Context: an optimization exercise on an open-source flow, tuned for small area, a short achievable clock period and few clock cycles. The choices shown serve that exercise and are no tape-out recipe. RTL that was checked went through simulation tests only; none was proved equivalent to the original. Power and IR drop assume default switching activity.

==> build 31 <==
==> flow/design.v <==
`timescale 1ns / 1ps
package tcp_pkg;
    localparam logic [3:0] ST_START  = 4'd0;
    localparam logic [3:0] ST_KE     = 4'd1;    
    localparam logic [3:0] ST_KD     = 4'd2;    
    localparam logic [3:0] ST_KS     = 4'd3;    
    localparam logic [3:0] ST_KST    = 4'd4;    
    localparam logic [3:0] ST_KSE    = 4'd5;    
    localparam logic [3:0] ST_KT     = 4'd6;    
    localparam logic [3:0] ST_REJ    = 4'd7;    
    localparam logic [3:0] ST_EN_OK  = 4'd8;    
    localparam logic [3:0] ST_DIS_OK = 4'd9;    
    localparam logic [3:0] ST_SL     = 4'd10;   
    localparam logic [3:0] ST_SI     = 4'd11;   
    localparam logic [3:0] ST_SF     = 4'd12;   
    localparam logic [3:0] ST_TL     = 4'd13;   
    localparam logic [3:0] ST_TI     = 4'd14;   
    localparam logic [7:0] CH_NUL   = 8'h00;
    localparam logic [7:0] CH_TAB   = 8'h09;
    localparam logic [7:0] CH_LF    = 8'h0A;
    localparam logic [7:0] CH_VT    = 8'h0B;
    localparam logic [7:0] CH_FF    = 8'h0C;
    localparam logic [7:0] CH_CR    = 8'h0D;
    localparam logic [7:0] CH_SPACE = 8'h20;
    localparam logic [7:0] CH_PLUS  = 8'h2B;
    localparam logic [7:0] CH_MINUS = 8'h2D;
    localparam logic [7:0] CH_DOT   = 8'h2E;
endpackage
`timescale 1ns / 1ps
module tcp_scale (
    input  logic [1:0]  kind,
    input  logic        ovf,
    input  logic        neg,
    input  logic [31:0] acc,
    output logic [31:0] pitch_centideg,
    output logic [31:0] turn_rate_hz
);
    logic [31:0] val;
    assign val            = ovf ? {neg, {31{~neg}}} : acc;
    assign pitch_centideg = (kind == 2'd2) ? val : 32'd0;
    assign turn_rate_hz   = (kind == 2'd3) ? val : 32'd0;
endmodule
`timescale 1ns / 1ps
`timescale 1ns / 1ps
module text_command_line_parser_top #(
    parameter int MAX_LINE_CHARS = 63
) (
    input  logic        clk,
    input  logic        rst_n,
    input  logic        rx_valid,
    output logic        rx_ready,
    input  logic [7:0]  rx_byte,
    output logic        cmd_valid,
    input  logic        cmd_ready,
    output logic [1:0]  cmd_kind,
    output logic [31:0] pitch_centideg,
    output logic [31:0] turn_rate_hz
);
    logic       bv;
    logic [7:0] b;
    logic       rdy;
    logic [3:0] st;
    logic [3:0] st_n;
    logic       ended;
    logic       ended_n;
    logic [5:0] cnt;
    logic [5:0] cnt_n;
    logic [31:0] acc;
    logic        neg;
    logic        neg_n;
    logic        ovf;
    logic [1:0]  frac;
    logic [1:0]  frac_n;
    logic [1:0]  scl;
    logic [1:0]  scl_n;
    logic       vld;
    logic       vld_n;
    logic [1:0] okind;
    logic stall;
    logic fire;
    logic is_digit;
    logic is_blank;
    logic is_sign;
    logic is_set;
    logic lead;
    logic kw_state;
    logic [7:0] exp_ch;
    logic kw_last;
    logic num_init;
    logic acc_step;
    logic emit;
    logic [1:0] emit_kind;
    logic [1:0] emit_scl;
    assign stall = vld && (cnt >= 6'd4);
    assign fire  = bv && !stall;
    assign is_digit = (b[7:4] == 4'h3) && (b[3:0] <= 4'd9);
    assign is_blank = (b == tcp_pkg::CH_SPACE) || (b == tcp_pkg::CH_TAB) ||
                      (b == tcp_pkg::CH_VT) || (b == tcp_pkg::CH_FF);
    assign is_sign  = (b == tcp_pkg::CH_PLUS) || (b == tcp_pkg::CH_MINUS);
    assign is_set   = (st == tcp_pkg::ST_SL) || (st == tcp_pkg::ST_SI) || (st == tcp_pkg::ST_SF);
    assign lead     = (st == tcp_pkg::ST_SL) || (st == tcp_pkg::ST_TL);
    assign kw_state = (st == tcp_pkg::ST_KE) || (st == tcp_pkg::ST_KD) || (st == tcp_pkg::ST_KST) ||
                      (st == tcp_pkg::ST_KSE) || (st == tcp_pkg::ST_KT);
    always_comb
    begin
        exp_ch  = 8'h00;
        kw_last = 1'b0;
        unique case (st)
            tcp_pkg::ST_KE:
            begin
                unique case (cnt[2:0])
                    3'd1: exp_ch = "N";
                    3'd2: exp_ch = "A";
                    3'd3: exp_ch = "B";
                    3'd4: exp_ch = "L";
                    3'd5: exp_ch = "E";
                    default: exp_ch = 8'h00;
                endcase
                kw_last = (cnt[2:0] == 3'd5);
            end
            tcp_pkg::ST_KD:
            begin
                unique case (cnt[2:0])
                    3'd1: exp_ch = "I";
                    3'd2: exp_ch = "S";
                    3'd3: exp_ch = "A";
                    3'd4: exp_ch = "B";
                    3'd5: exp_ch = "L";
                    3'd6: exp_ch = "E";
                    default: exp_ch = 8'h00;
                endcase
                kw_last = (cnt[2:0] == 3'd6);
            end
            tcp_pkg::ST_KST:
            begin
                exp_ch  = cnt[0] ? "P" : "O";
                kw_last = cnt[0];
            end
            tcp_pkg::ST_KSE:
            begin
                unique case (cnt[3:0])
                    4'd2: exp_ch = "T";
                    4'd3: exp_ch = "P";
                    4'd4: exp_ch = "O";
                    4'd5: exp_ch = "I";
                    4'd6: exp_ch = "N";
                    4'd7: exp_ch = "T";
                    4'd8: exp_ch = " ";
                    default: exp_ch = 8'h00;
                endcase
                kw_last = (cnt[3:0] == 4'd8);
            end
            tcp_pkg::ST_KT:
            begin
                unique case (cnt[2:0])
                    3'd1: exp_ch = "U";
                    3'd2: exp_ch = "R";
                    3'd3: exp_ch = "N";
                    3'd4: exp_ch = " ";
                    default: exp_ch = 8'h00;
                endcase
                kw_last = (cnt[2:0] == 3'd4);
            end
            default: ;
        endcase
    end
    always_comb
    begin
        emit      = 1'b0;
        emit_kind = 2'd0;
        emit_scl  = 2'd0;
        unique case (st)
            tcp_pkg::ST_EN_OK:  begin emit = 1'b1; emit_kind = 2'd0; end
            tcp_pkg::ST_DIS_OK: begin emit = 1'b1; emit_kind = 2'd1; end
            tcp_pkg::ST_SL, tcp_pkg::ST_SI, tcp_pkg::ST_SF:
            begin
                emit = 1'b1; emit_kind = 2'd2; emit_scl = 2'd2 - frac;
            end
            tcp_pkg::ST_TL, tcp_pkg::ST_TI: begin emit = 1'b1; emit_kind = 2'd3; end
            default: ;
        endcase
    end
    always_comb
    begin
        st_n     = st;
        ended_n  = ended;
        cnt_n    = cnt;
        neg_n    = neg;
        frac_n   = frac;
        num_init = 1'b0;
        acc_step = 1'b0;
        if (fire && b != tcp_pkg::CH_CR)
        begin
            if (b == tcp_pkg::CH_LF || cnt == 6'(MAX_LINE_CHARS))
            begin
                st_n    = tcp_pkg::ST_START;
                ended_n = 1'b0;
                cnt_n   = '0;
            end
            else
            begin
                cnt_n = cnt + 6'd1;
                if (ended || st == tcp_pkg::ST_REJ)
                begin
                end
                else if (b == tcp_pkg::CH_NUL)
                begin
                    ended_n = 1'b1;
                end
                else if (st == tcp_pkg::ST_START)
                begin
                    if (b == "E")      st_n = tcp_pkg::ST_KE;
                    else if (b == "D") st_n = tcp_pkg::ST_KD;
                    else if (b == "S") st_n = tcp_pkg::ST_KS;
                    else if (b == "T") st_n = tcp_pkg::ST_KT;
                    else               st_n = tcp_pkg::ST_REJ;
                end
                else if (st == tcp_pkg::ST_KS)
                begin
                    if (b == "T")      st_n = tcp_pkg::ST_KST;
                    else if (b == "E") st_n = tcp_pkg::ST_KSE;
                    else               st_n = tcp_pkg::ST_REJ;
                end
                else if (kw_state)
                begin
                    if (b != exp_ch)
                        st_n = tcp_pkg::ST_REJ;
                    else if (kw_last)
                    begin
                        unique case (st)
                            tcp_pkg::ST_KE:  st_n = tcp_pkg::ST_EN_OK;
                            tcp_pkg::ST_KSE: st_n = tcp_pkg::ST_SL;
                            tcp_pkg::ST_KT:  st_n = tcp_pkg::ST_TL;
                            default:         st_n = tcp_pkg::ST_DIS_OK;
                        endcase
                        if (st == tcp_pkg::ST_KSE || st == tcp_pkg::ST_KT)
                        begin
                            num_init = 1'b1;
                            neg_n    = 1'b0;
                            frac_n   = 2'd0;
                        end
                    end
                end
                else if (st == tcp_pkg::ST_EN_OK || st == tcp_pkg::ST_DIS_OK)
                begin
                    st_n = tcp_pkg::ST_REJ;
                end
                else if (st == tcp_pkg::ST_SF)
                begin
                    if (is_digit)
                    begin
                        if (frac != 2'd2)
                        begin
                            acc_step = 1'b1;
                            frac_n   = frac + 2'd1;
                        end
                    end
                    else
                        ended_n = 1'b1;
                end
                else
                begin
                    if (is_digit)
                    begin
                        acc_step = 1'b1;
                        st_n     = is_set ? tcp_pkg::ST_SI : tcp_pkg::ST_TI;
                    end
                    else if (is_set && b == tcp_pkg::CH_DOT)
                        st_n = tcp_pkg::ST_SF;
                    else if (lead && is_blank)
                    begin
                    end
                    else if (lead && is_sign)
                    begin
                        neg_n = (b == tcp_pkg::CH_MINUS);
                        st_n  = is_set ? tcp_pkg::ST_SI : tcp_pkg::ST_TI;
                    end
                    else
                        ended_n = 1'b1;
                end
            end
        end
    end
    always_comb
    begin
        scl_n = scl;
        vld_n = vld && !cmd_ready;
        if (scl != 2'd0)
        begin
            scl_n = scl - 2'd1;
            if (scl == 2'd1)
                vld_n = 1'b1;
        end
        else if (fire && b == tcp_pkg::CH_LF && emit)
        begin
            scl_n = emit_scl;
            if (emit_scl == 2'd0)
                vld_n = 1'b1;
        end
    end
    logic        do_mul;
    logic [3:0]  dig;
    logic [35:0] acc_x;
    logic [35:0] dig_x;
    logic [35:0] acc_sum;
    assign do_mul  = acc_step || (scl != 2'd0);
    assign dig     = (scl != 2'd0) ? 4'd0 : b[3:0];
    assign acc_x   = {{4{acc[31]}}, acc};
    assign dig_x   = neg ? (36'd0 - {32'd0, dig}) : {32'd0, dig};
    assign acc_sum = (acc_x << 3) + (acc_x << 1) + dig_x;
    always_ff @(posedge clk)
    begin
        if (num_init)
        begin
            acc <= '0;
            ovf <= 1'b0;
        end
        else if (do_mul)
        begin
            acc <= acc_sum[31:0];
            if (!(&acc_sum[35:31]) && (|acc_sum[35:31]))
                ovf <= 1'b1;
        end
        neg  <= neg_n;
        frac <= frac_n;
        if (fire && b == tcp_pkg::CH_LF && emit)
            okind <= emit_kind;
        if (rdy)
            b <= rx_byte;
    end
    always_ff @(posedge clk or negedge rst_n)
    begin
        if (!rst_n)
        begin
            bv    <= 1'b0;
            rdy   <= 1'b1;
            st    <= tcp_pkg::ST_START;
            ended <= 1'b0;
            cnt   <= '0;
            scl   <= 2'd0;
            vld   <= 1'b0;
        end
        else
        begin
            if (rdy)
                bv <= rx_valid;
            else if (fire)
                bv <= 1'b0;
            rdy   <= !(vld_n && (cnt_n >= 6'd4));
            st    <= st_n;
            ended <= ended_n;
            cnt   <= cnt_n;
            scl   <= scl_n;
            vld   <= vld_n;
        end
    end
    assign rx_ready  = rdy;
    assign cmd_valid = vld;
    assign cmd_kind  = okind;
    tcp_scale u_scale (
        .kind           (okind),
        .ovf            (ovf),
        .neg            (neg),
        .acc            (acc),
        .pitch_centideg (pitch_centideg),
        .turn_rate_hz   (turn_rate_hz)
    );
endmodule
==> flow/run.sh <==
#!/bin/bash
# synth_recipe.tcl (not shown) runs the flow's synth.tcl, then flattens the netlist and writes it again
# the make line also repeats each setting of config.mk as NAME=value (left out here)
make -C /OpenROAD-flow-scripts/flow DESIGN_CONFIG=/design/flow/config.mk WORK_HOME=/design/flow/orfs CLKGATE_MAP_FILE= SYNTH_SCRIPT=/design/flow/synth_recipe.tcl finish
==> flow/config.mk <==
export PLATFORM = sky130hd
export DESIGN_NAME = text_command_line_parser_top
export DESIGN_NICKNAME = text_command_line_parser_top
export VERILOG_FILES = /design/flow/design.v
export SDC_FILE = /design/flow/constraint.sdc
export NUM_CORES = 4
export LEC_CHECK = 0
export CAP_MARGIN = 20
export CORE_MARGIN = 2
export CORE_UTILIZATION = 40
export SLEW_MARGIN = 20
==> flow/constraint.sdc <==
create_clock -name core_clock -period 12.0 [get_ports {clk}]
set_input_delay 2.4000 -clock core_clock [delete_from_list [all_inputs] [get_ports {clk}]]
set_output_delay 2.4000 -clock core_clock [all_outputs]
set_load 0.01 [all_outputs]
==> inputs of trial 27, as changes to build 31 <==
--- a/flow/design.v
+++ b/flow/design.v
@@ -43,2 +43,94 @@
 `timescale 1ns / 1ps
+module tcp_padd #(
+    parameter int N    = 32,
+    parameter int ARCH = 0,
+    parameter int GX_POS = 2
+) (
+    input  logic [N-1:0] a,
+    input  logic [N-1:0] b,
+    input  logic         cin,
+    input  logic         gx,       
+    output logic [N-1:0] s
+);
+    localparam int L = $clog2(N);
+    logic [N-1:0] p0;
+    logic [N-1:0] gg [0:2*L];
+    logic [N-1:0] pp [0:2*L];
+    logic [N-1:0] c;
+    always_comb
+    begin
+        p0 = a ^ b;
+        gg[0] = a & b;
+        pp[0] = p0;
+        gg[0][0] = (a[0] & b[0]) | (p0[0] & cin);
+        gg[0][GX_POS] = gg[0][GX_POS] | gx;
+        if (ARCH == 0)
+        begin
+            for (int l = 0; l < L; l++)
+            begin
+                gg[l+1] = gg[l];
+                pp[l+1] = pp[l];
+                for (int i = 0; i < N; i++)
+                    if (((i >> l) & 1) == 1)
+                    begin
+                        gg[l+1][i] = gg[l][i] | (pp[l][i] & gg[l][((i >> l) << l) - 1]);
+                        pp[l+1][i] = pp[l][i] & pp[l][((i >> l) << l) - 1];
+                    end
+            end
+            for (int l = L; l < 2 * L; l++)
+            begin
+                gg[l+1] = gg[l];
+                pp[l+1] = pp[l];
+            end
+        end
+        else if (ARCH == 2)
+        begin
+            for (int l = 0; l < L; l++)
+            begin
+                gg[l+1] = gg[l];
+                pp[l+1] = pp[l];
+                for (int i = 0; i < N; i++)
+                    if (i >= (1 << l))
+                    begin
+                        gg[l+1][i] = gg[l][i] | (pp[l][i] & gg[l][i - (1 << l)]);
+                        pp[l+1][i] = pp[l][i] & pp[l][i - (1 << l)];
+                    end
+            end
+            for (int l = L; l < 2 * L; l++)
+            begin
+                gg[l+1] = gg[l];
+                pp[l+1] = pp[l];
+            end
+        end
+        else
+        begin
+            for (int l = 0; l < L; l++)
+            begin
+                gg[l+1] = gg[l];
+                pp[l+1] = pp[l];
+                for (int i = 0; i < N; i++)
+                    if ((((i + 1) % (2 << l)) == 0))
+                    begin
+                        gg[l+1][i] = gg[l][i] | (pp[l][i] & gg[l][i - (1 << l)]);
+                        pp[l+1][i] = pp[l][i] & pp[l][i - (1 << l)];
+                    end
+            end
+            for (int l = L - 2; l >= 0; l--)
+            begin
+                gg[2*L-1-l] = gg[2*L-2-l];
+                pp[2*L-1-l] = pp[2*L-2-l];
+                for (int i = 0; i < N; i++)
+                    if ((((i + 1) % (2 << l)) == (1 << l)) && (i > (1 << l)))
+                    begin
+                        gg[2*L-1-l][i] = gg[2*L-2-l][i] | (pp[2*L-2-l][i] & gg[2*L-2-l][i - (1 << l)]);
+                        pp[2*L-1-l][i] = pp[2*L-2-l][i] & pp[2*L-2-l][i - (1 << l)];
+                    end
+            end
+        end
+        c[0] = cin;
+        for (int i = 1; i < N; i++)
+            c[i] = gg[2*L-1][i-1];
+        s = p0 ^ c;
+    end
+endmodule
 `timescale 1ns / 1ps
@@ -75,2 +167,5 @@
     logic [1:0]  scl_n;
+    logic        nstep;
+    logic        nstep_n;
+    logic        negsel;      
     logic       vld;
@@ -80,2 +175,3 @@
     logic fire;
+    logic is_lf;
     logic is_digit;
@@ -89,8 +185,11 @@
     logic num_init;
-    logic acc_step;
+    logic dig_step;
     logic emit;
+    logic emit_now;
     logic [1:0] emit_kind;
     logic [1:0] emit_scl;
+    logic is_num;
     assign stall = vld && (cnt >= 6'd4);
     assign fire  = bv && !stall;
+    assign is_lf    = (b == tcp_pkg::CH_LF);
     assign is_digit = (b[7:4] == 4'h3) && (b[3:0] <= 4'd9);
@@ -100,2 +199,3 @@
     assign is_set   = (st == tcp_pkg::ST_SL) || (st == tcp_pkg::ST_SI) || (st == tcp_pkg::ST_SF);
+    assign is_num   = is_set || (st == tcp_pkg::ST_TL) || (st == tcp_pkg::ST_TI);
     assign lead     = (st == tcp_pkg::ST_SL) || (st == tcp_pkg::ST_TL);
@@ -182,2 +282,3 @@
     end
+    assign emit_now = fire && is_lf && emit;
     always_comb
@@ -190,6 +291,6 @@
         num_init = 1'b0;
-        acc_step = 1'b0;
+        dig_step = 1'b0;
         if (fire && b != tcp_pkg::CH_CR)
         begin
-            if (b == tcp_pkg::CH_LF || cnt == 6'(MAX_LINE_CHARS))
+            if (is_lf || cnt == 6'(MAX_LINE_CHARS))
             begin
@@ -253,3 +354,3 @@
                         begin
-                            acc_step = 1'b1;
+                            dig_step = 1'b1;
                             frac_n   = frac + 2'd1;
@@ -264,3 +365,3 @@
                     begin
-                        acc_step = 1'b1;
+                        dig_step = 1'b1;
                         st_n     = is_set ? tcp_pkg::ST_SI : tcp_pkg::ST_TI;
@@ -283,16 +384,27 @@
     end
+    logic scl_step;
+    logic neg_step;
+    assign scl_step = (scl != 2'd0);
+    assign neg_step = negsel;
     always_comb
     begin
-        scl_n = scl;
-        vld_n = vld && !cmd_ready;
-        if (scl != 2'd0)
+        scl_n   = scl;
+        nstep_n = nstep;
+        vld_n   = vld && !cmd_ready;
+        if (scl_step)
         begin
             scl_n = scl - 2'd1;
-            if (scl == 2'd1)
+            if (scl == 2'd1 && !nstep)
                 vld_n = 1'b1;
         end
-        else if (fire && b == tcp_pkg::CH_LF && emit)
+        else if (nstep)
+        begin
+            nstep_n = 1'b0;
+            vld_n   = 1'b1;
+        end
+        else if (emit_now)
         begin
-            scl_n = emit_scl;
-            if (emit_scl == 2'd0)
+            scl_n   = emit_scl;
+            nstep_n = neg && is_num;
+            if (emit_scl == 2'd0 && !(neg && is_num))
                 vld_n = 1'b1;
@@ -300,12 +412,20 @@
     end
-    logic        do_mul;
-    logic [3:0]  dig;
-    logic [35:0] acc_x;
-    logic [35:0] dig_x;
-    logic [35:0] acc_sum;
-    assign do_mul  = acc_step || (scl != 2'd0);
-    assign dig     = (scl != 2'd0) ? 4'd0 : b[3:0];
-    assign acc_x   = {{4{acc[31]}}, acc};
-    assign dig_x   = neg ? (36'd0 - {32'd0, dig}) : {32'd0, dig};
-    assign acc_sum = (acc_x << 3) + (acc_x << 1) + dig_x;
+    logic [3:0]  e;
+    logic [34:0] add_a;
+    logic [34:0] add_b;
+    logic [34:0] add_s;
+    assign e     = (scl_step || nstep) ? 4'd0 : b[3:0];
+    assign add_a = neg_step ? {3'b000, ~acc} : {1'b0, acc[30:0], e[2:0]};
+    assign add_b = neg_step ? 35'd0 : {3'b000, acc[30:0], 1'b0};
+    tcp_padd #(
+        .N      (35),
+        .ARCH   (1),
+        .GX_POS (2)
+    ) u_add (
+        .a   (add_a),
+        .b   (add_b),
+        .cin (neg_step),
+        .gx  (e[3]),
+        .s   (add_s)
+    );
     always_ff @(posedge clk)
@@ -317,11 +437,13 @@
         end
-        else if (do_mul)
+        else if (dig_step || scl_step)
         begin
-            acc <= acc_sum[31:0];
-            if (!(&acc_sum[35:31]) && (|acc_sum[35:31]))
+            acc <= add_s[31:0];
+            if (|add_s[34:31])
                 ovf <= 1'b1;
         end
+        else if (neg_step)
+            acc <= add_s[31:0];
         neg  <= neg_n;
         frac <= frac_n;
-        if (fire && b == tcp_pkg::CH_LF && emit)
+        if (emit_now)
             okind <= emit_kind;
@@ -340,2 +462,4 @@
             scl   <= 2'd0;
+            nstep <= 1'b0;
+            negsel <= 1'b0;
             vld   <= 1'b0;
@@ -348,3 +472,3 @@
                 bv <= 1'b0;
-            rdy   <= !(vld_n && (cnt_n >= 6'd4));
+            rdy   <= !(vld && !cmd_ready && (cnt >= 6'd3));
             st    <= st_n;
@@ -353,2 +477,4 @@
             scl   <= scl_n;
+            nstep <= nstep_n;
+            negsel <= nstep_n && (scl_n == 2'd0);
             vld   <= vld_n;
==> inputs of build 33, as changes to build 31 <==
==> flow/flow/run.sh (new file) <==
#!/bin/bash
# Standard ORFS layout, with timing repair aiming for setup slack well above the
# period's (same SDC, same clock period; only repair_timing's -setup_margin differs).
set -euo pipefail
MARGIN=$(cat flow/margin.txt 2>/dev/null || echo 8.8)
bash standard.sh SETUP_SLACK_MARGIN=$MARGIN finish > standard_flow.log 2>&1
==> flow/flow/margin.txt (new file) <==
8.8
==> flow/standard.sh (new file) <==
#!/bin/bash
# synth_recipe.tcl (not shown) runs the flow's synth.tcl, then flattens the netlist and writes it again
# the make line also repeats each setting of config.mk as NAME=value (left out here)
make -C /OpenROAD-flow-scripts/flow DESIGN_CONFIG=/design/flow/config.mk WORK_HOME=/design/flow/orfs CLKGATE_MAP_FILE= SYNTH_SCRIPT=/design/flow/synth_recipe.tcl "${@:-finish}"
removed: flow/run.sh
==> run summary <==
                                                                                        build 33                  build 31                 trial 27
RSZ-0062 raised after global routing                                                         yes                        no                       no
Wl on met1                                                                               12.1 mm                   9.45 mm                  8.57 mm
Async SR Flop Fraction                                                                     25.8%                     25.8%                    28.1%
Mapped cell area                                                                   0.00671 sq mm             0.00671 sq mm            0.00608 sq mm
Clock Power Share                                                                          21.1%                     28.1%                    34.9%
Status                                                                            finished clean            finished clean           finished clean
Worst supply voltage drop on vdd                                                         75.8 uV                   99.3 uV                  84.8 uV
Count of multi-input combinational gates                                                     740                       735                      639
Most frequent standard cell in the layout excluding fill and tap cells  sky130_fd_sc_hd__nand2_1  sky130_fd_sc_hd__nand2_1  sky130_fd_sc_hd__nor2_1
Launch instance of the worst register-to-register path                                      b[2]                    scl[0]                   cnt[0]
Total Die Area                                                                      0.0178 sq mm              0.0178 sq mm             0.0162 sq mm
Design internal power                                                                   0.757 mW                  0.612 mW                 0.522 mW
Avg Cell Area, Syn                                                                    7.63 sq um                7.63 sq um               7.63 sq um
Worst reg-to-reg setup slack                                                             7.84 ns                   6.54 ns                  7.54 ns
Floorplan row count                                                                           47                        47                       45
Arrival @ worst endpoint                                                                 4.42 ns                   5.68 ns                  2.68 ns
Post-CTS Setup Inserts                                                                       109                         0                        0
Core region area                                                                    0.0165 sq mm              0.0165 sq mm             0.0150 sq mm
Testbench counts of trial 27, summed over its fixed seeds: cycles 40,726.
For build 31 and build 33, only the layout was checked, not whether the RTL still works.

==> separate check: timing with driven ports <==
The flow's constraints put no driver on any port. The routed layouts listed below were extracted and timed again, unchanged, in two steps.
Step 1, drivers: a clkbuf_16 drives clk and a buf_2 each remaining input, both assumed.
Step 2 adds t to the input delays and takes it off the output delays; t is the mean of the earliest and latest rising clock arrival at the registers after step 1. Input paths then give back, and output paths get back, about the clock's delay inside the block.
Three values: no drivers, after step 1, after step 2; two values: the first two.
run	t (ns)	setup slack, ns	clock arrival spread, ns	slew at the worst register clock pin (ns)	worst data-port slew with drivers (ns)
build 31	0.386	6.542 / 6.542 / 6.542	0.006 / 0.006	0.06 / 0.06	0.03
trial 27	0.378	6.920 / 6.878 / 7.256	0.008 / 0.008	0.06 / 0.06	0.04
build 33	0.392	7.837 / 7.837 / 7.837	0.010 / 0.010	0.06 / 0.06	0.04
After both steps setup and hold are still met in every run listed.
